From an optimization exercise on the open Yosys and OpenROAD flow, aimed at small area, a short achievable clock period and few clock cycles; shortcuts taken in it are not production practice.
RTL that was checked went through simulation tests only; none was proved equivalent to the original.
Power is estimated from default activity; no workload was simulated.

Design text_command_line_parser_top, start of the top module:
module text_command_line_parser_top #(
    parameter int MAX_LINE_CHARS = 63
) (
    input  logic        clk,
    input  logic        rst_n,
    input  logic        rx_valid,
    output logic        rx_ready,
    input  logic [7:0]  rx_byte,
    output logic        cmd_valid,
    input  logic        cmd_ready,
    output logic [1:0]  cmd_kind,
    output logic [31:0] pitch_centideg,
    output logic [31:0] turn_rate_hz
);
    localparam int ADD_ARCH = 0;    
    logic       bv;
    logic [7:0] b;
    logic       rdy;
    logic [3:0] st;
    logic [3:0] st_n;
    logic       ended;
    logic       ended_n;
    logic [5:0] cnt;
    logic [5:0] cnt_n;
    logic [31:0] acc;
    logic        neg;
    logic        neg_n;
    logic        ovf;
    logic [1:0]  frac;
    logic [1:0]  frac_n;
    logic [1:0]  scl;
    logic [1:0]  scl_n;
    logic        nstep;
    logic        nstep_n;
    logic        post;        
    logic        negsel;      
    logic        selS;        
    logic        selT;        
    logic       vld;
    logic       vld_n;
    logic [1:0] okind;
    logic stall;
    logic fire;
  ...
export LEC_CHECK = 0
export CAP_MARGIN = 20
export CORE_MARGIN = 2
export CORE_UTILIZATION = 40
export SLEW_MARGIN = 20
create_clock -name core_clock -period 12.0 [get_ports {clk}]
standard.sh (not shown) runs the stock make flow with config.mk's settings and CLKGATE_MAP_FILE= SYNTH_SCRIPT=/design/flow/synth_recipe.tcl, a recipe that flattens the netlist after the stock synthesis.
==> flow/flow/run.sh <==
#!/bin/bash
# Standard ORFS layout (same SDC and clock period). Ports get buf_2 buffers, and
# timing repair aims for setup slack 8.5 ns at the design's period.
set -euo pipefail
bash standard.sh "BUFFER_PORTS_ARGS=-buffer_cell sky130_fd_sc_hd__buf_2" SETUP_SLACK_MARGIN=8.5 CORE_UTILIZATION=60 finish > standard_flow.log 2>&1
The baseline completed with no timing, DRC or antenna violations.
Edit:
--- a/flow/design.v
+++ b/flow/design.v
@@ -153,20 +153,23 @@
     logic        ovf;
     logic [1:0]  frac;
     logic [1:0]  frac_n;
     logic [1:0]  scl;
     logic [1:0]  scl_n;
     logic        nstep;
     logic        nstep_n;
     logic        post;        
     logic        negsel;      
+    logic        negsel_b;    
     logic        selS;        
     logic        selT;        
+    logic        selS_h;      
+    logic        selT_h;
     logic       vld;
     logic       vld_n;
     logic [1:0] okind;
     logic stall;
     logic fire;
     logic is_lf;
     logic is_digit;
     logic is_blank;
     logic is_sign;
@@ -390,19 +393,19 @@
     logic [3:0]  e;
     logic [30:0] add_a;
     logic [30:0] add_b;
     logic [30:0] add_s;
     logic        add_c;
     logic        ovf_new;
     logic [31:0] acc_new;
     assign e     = post ? 4'd0 : b[3:0];
     assign add_a = neg_step ? ~acc[30:0] : {acc[27:0], e[2:0]};
-    assign add_b = neg_step ? 31'd0 : {acc[29:0], 1'b0};
+    assign add_b = negsel_b ? 31'd0 : {acc[29:0], 1'b0};
     tcp_padd #(
         .N      (31),
         .ARCH   (ADD_ARCH),
         .GX_POS (2)
     ) u_add (
         .a    (add_a),
         .b    (add_b),
         .cin  (neg_step),
         .gx   (e[3]),
@@ -423,50 +426,54 @@
             acc <= {neg, {31{!neg}}};
         else if (dig_step || scl_step || neg_step)
             acc <= acc_new;
         neg  <= neg_n;
         frac <= frac_n;
         if (emit_now)
             okind <= emit_kind;
         selS <= emit_now ? (emit_kind == 2'd2) : (okind == 2'd2);
         selT <= emit_now ? (emit_kind == 2'd3) : (okind == 2'd3);
+        selS_h <= emit_now ? (emit_kind == 2'd2) : selS;
+        selT_h <= emit_now ? (emit_kind == 2'd3) : selT;
         if (rdy)
             b <= rx_byte;
     end
     always_ff @(posedge clk or negedge rst_n)
     begin
         if (!rst_n)
         begin
             bv    <= 1'b0;
             rdy   <= 1'b1;
             st    <= tcp_pkg::ST_START;
             ended <= 1'b0;
             cnt   <= '0;
             scl   <= 2'd0;
             nstep <= 1'b0;
             post  <= 1'b0;
             negsel <= 1'b0;
+            negsel_b <= 1'b0;
             vld   <= 1'b0;
         end
         else
         begin
             if (rdy)
                 bv <= rx_valid;
             else if (fire)
                 bv <= 1'b0;
             rdy   <= !(vld && !cmd_ready && (cnt >= 6'd3));
             st    <= st_n;
             ended <= ended_n;
             cnt   <= cnt_n;
             scl   <= scl_n;
             nstep <= nstep_n;
             post  <= post_n;
             negsel <= post_n && nstep_n && (scl_n == 2'd0);
+            negsel_b <= nstep_n && (scl_n == 2'd0);     
             vld   <= vld_n;
         end
     end
     assign rx_ready  = rdy;
     assign cmd_valid = vld;
     assign cmd_kind  = okind;
-    assign pitch_centideg = acc & {32{selS}};
-    assign turn_rate_hz   = acc & {32{selT}};
+    assign pitch_centideg = acc & {{16{selS_h}}, {16{selS}}};
+    assign turn_rate_hz   = acc & {{16{selT_h}}, {16{selT}}};
 endmodule
Total power falls by 19%.
Setup slack is better by 0.057 ns.
First-iteration DRC count went up by 11%.
Fmax increases by 1.6%.
Via count fell by 0.81%.
Combinational power fell by 35%.
Cell count rose by 2.6%.
Testbench counts after the change, summed over its fixed seeds: cycles 40,726.
The RTL of the first run of this note was laid out without a check of its function.

========
Setup of job 104:
Another version of the RTL of text_command_line_parser_top (not shown whole).
Size in the first run: roughly 74 flip-flops, roughly 6400 um2 of cells after synthesis.
Design text_command_line_parser_top, start of the top module:
module text_command_line_parser_top #(
    parameter int MAX_LINE_CHARS = 63
) (
    input  logic        clk,
    input  logic        rst_n,
    input  logic        rx_valid,
    output logic        rx_ready,
    input  logic [7:0]  rx_byte,
    output logic        cmd_valid,
    input  logic        cmd_ready,
    output logic [1:0]  cmd_kind,
    output logic [31:0] pitch_centideg,
    output logic [31:0] turn_rate_hz
);
clock: 12.0 ns
lec_check: 0
cap_margin: 20
core_margin: 2
core_utilization: 40
slew_margin: 20
Scripts as last shown in full above: flow/flow/run.sh
Here is what was changed in the inputs of job 102 compared with job 104.
--- a/flow/design.v
+++ b/flow/design.v
@@ -152,24 +152,26 @@
     logic        neg_n;
     logic        ovf;
     logic [1:0]  frac;
     logic [1:0]  frac_n;
     logic [1:0]  scl;
     logic [1:0]  scl_n;
     logic        nstep;
     logic        nstep_n;
     logic        post;        
     logic        negsel;      
     logic        negsel_b;    
-    logic [3:0]  selS;        
-    logic [3:0]  selT;        
+    logic        selS;        
+    logic        selT;        
+    logic        selS_h;      
+    logic        selT_h;
     logic       vld;
     logic       vld_n;
     logic [1:0] okind;
     logic stall;
     logic fire;
     logic is_lf;
     logic is_digit;
     logic is_blank;
     logic is_sign;
     logic is_set;
     logic lead;
@@ -420,29 +422,26 @@
             ovf <= 1'b1;
         if (num_init)
             acc <= '0;
         else if (sat_step)
             acc <= {neg, {31{!neg}}};
         else if (dig_step || scl_step || neg_step)
             acc <= acc_new;
         neg  <= neg_n;
         frac <= frac_n;
         if (emit_now)
             okind <= emit_kind;
-        selS[0] <= emit_now ? (emit_kind == 2'd2) : (okind == 2'd2);
-        selT[0] <= emit_now ? (emit_kind == 2'd3) : (okind == 2'd3);
-        for (int k = 1; k < 4; k++)
-        begin
-            selS[k] <= emit_now ? (emit_kind == 2'd2) : selS[k-1];
-            selT[k] <= emit_now ? (emit_kind == 2'd3) : selT[k-1];
-        end
+        selS <= emit_now ? (emit_kind == 2'd2) : (okind == 2'd2);
+        selT <= emit_now ? (emit_kind == 2'd3) : (okind == 2'd3);
+        selS_h <= emit_now ? (emit_kind == 2'd2) : selS;
+        selT_h <= emit_now ? (emit_kind == 2'd3) : selT;
         negsel   <= post_n && nstep_n && (scl_n == 2'd0);
         negsel_b <= nstep_n && (scl_n == 2'd0);     
         if (rdy)
             b <= rx_byte;
     end
     always_ff @(posedge clk or negedge rst_n)
     begin
         if (!rst_n)
         begin
             bv    <= 1'b0;
             rdy   <= 1'b1;
@@ -465,14 +464,14 @@
             ended <= ended_n;
             cnt   <= cnt_n;
             scl   <= scl_n;
             nstep <= nstep_n;
             post  <= post_n;
             vld   <= vld_n;
         end
     end
     assign rx_ready  = rdy;
     assign cmd_valid = vld;
     assign cmd_kind  = okind;
-    assign pitch_centideg = acc & {{8{selS[3]}}, {8{selS[2]}}, {8{selS[1]}}, {8{selS[0]}}};
-    assign turn_rate_hz   = acc & {{8{selT[3]}}, {8{selT[2]}}, {8{selT[1]}}, {8{selT[0]}}};
+    assign pitch_centideg = acc & {{16{selS_h}}, {16{selS}}};
+    assign turn_rate_hz   = acc & {{16{selT_h}}, {16{selT}}};
 endmodule
[summary]
Having completed the whole flow, job 102 delivered a layout that passed the timing, DRC and antenna checks. Taking job 104 as the reference, in job 102 wire length of the first global-routing pass decreased by about 4% relative to the old numbers; via count of the first global-routing pass decreased by 523 relative to the old numbers; total negative slack for setup checks closely matched the old numbers; compound-cell area share of the yosys netlist closely matched the old numbers. Changes observed in job 102 relative to job 104: count of distinct cell types in the synthesized netlist saw an increase; highest attainable clock frequency saw a decrease. Summary: with job 104 as the reference, power dissipated in sequential cells in job 102 moved down by a few percent. Ff count | job 102 vs job 104 | job 102 lower. Adder-cell share of the synthesized area in job 102 vs job 104: up 0.40 points. Going from job 104 to job 102, total routing resource utilization after global routing saw a decrease, wire length saw a decrease.
Testbench counts of job 102, summed over its fixed seeds: cycles 40,726.
Function not checked in job 104: the RTL went through the layout flow alone.

afterwards: timing with drivers on the ports:
The results above use ideal ports. As a check the final layouts listed here were re-extracted and re-timed, cells and wires unchanged.
Step 1: set_driving_cell puts a clkbuf_16 on clk and a buf_2 on each other input, an assumption about the parent block.
Step 2 adds t to the input delays and takes it off the output delays; t is the mean of the earliest and latest rising clock arrival at the registers after step 1. Input paths then give back, and output paths get back, about the clock's delay inside the block.
a / b / c = ideal / step 1 / step 2; a / b = the first two.
run | t (ns) | setup slack, ns | hold slack, ns
the first run of note 1 | 0.401 | 8.424 / 8.391 / 8.587 | 0.500 / 0.500 / 0.500
the second run of note 1 | 0.381 | 8.481 / 8.463 / 8.481 | 0.485 / 0.485 / 0.485
job 104 | 0.397 | 8.536 / 8.501 / 8.598 | 0.531 / 0.531 / 0.531
job 102 | 0.402 | 8.481 / 8.444 / 8.644 | 0.478 / 0.478 / 0.478
After both steps setup and hold are still met in every run listed.
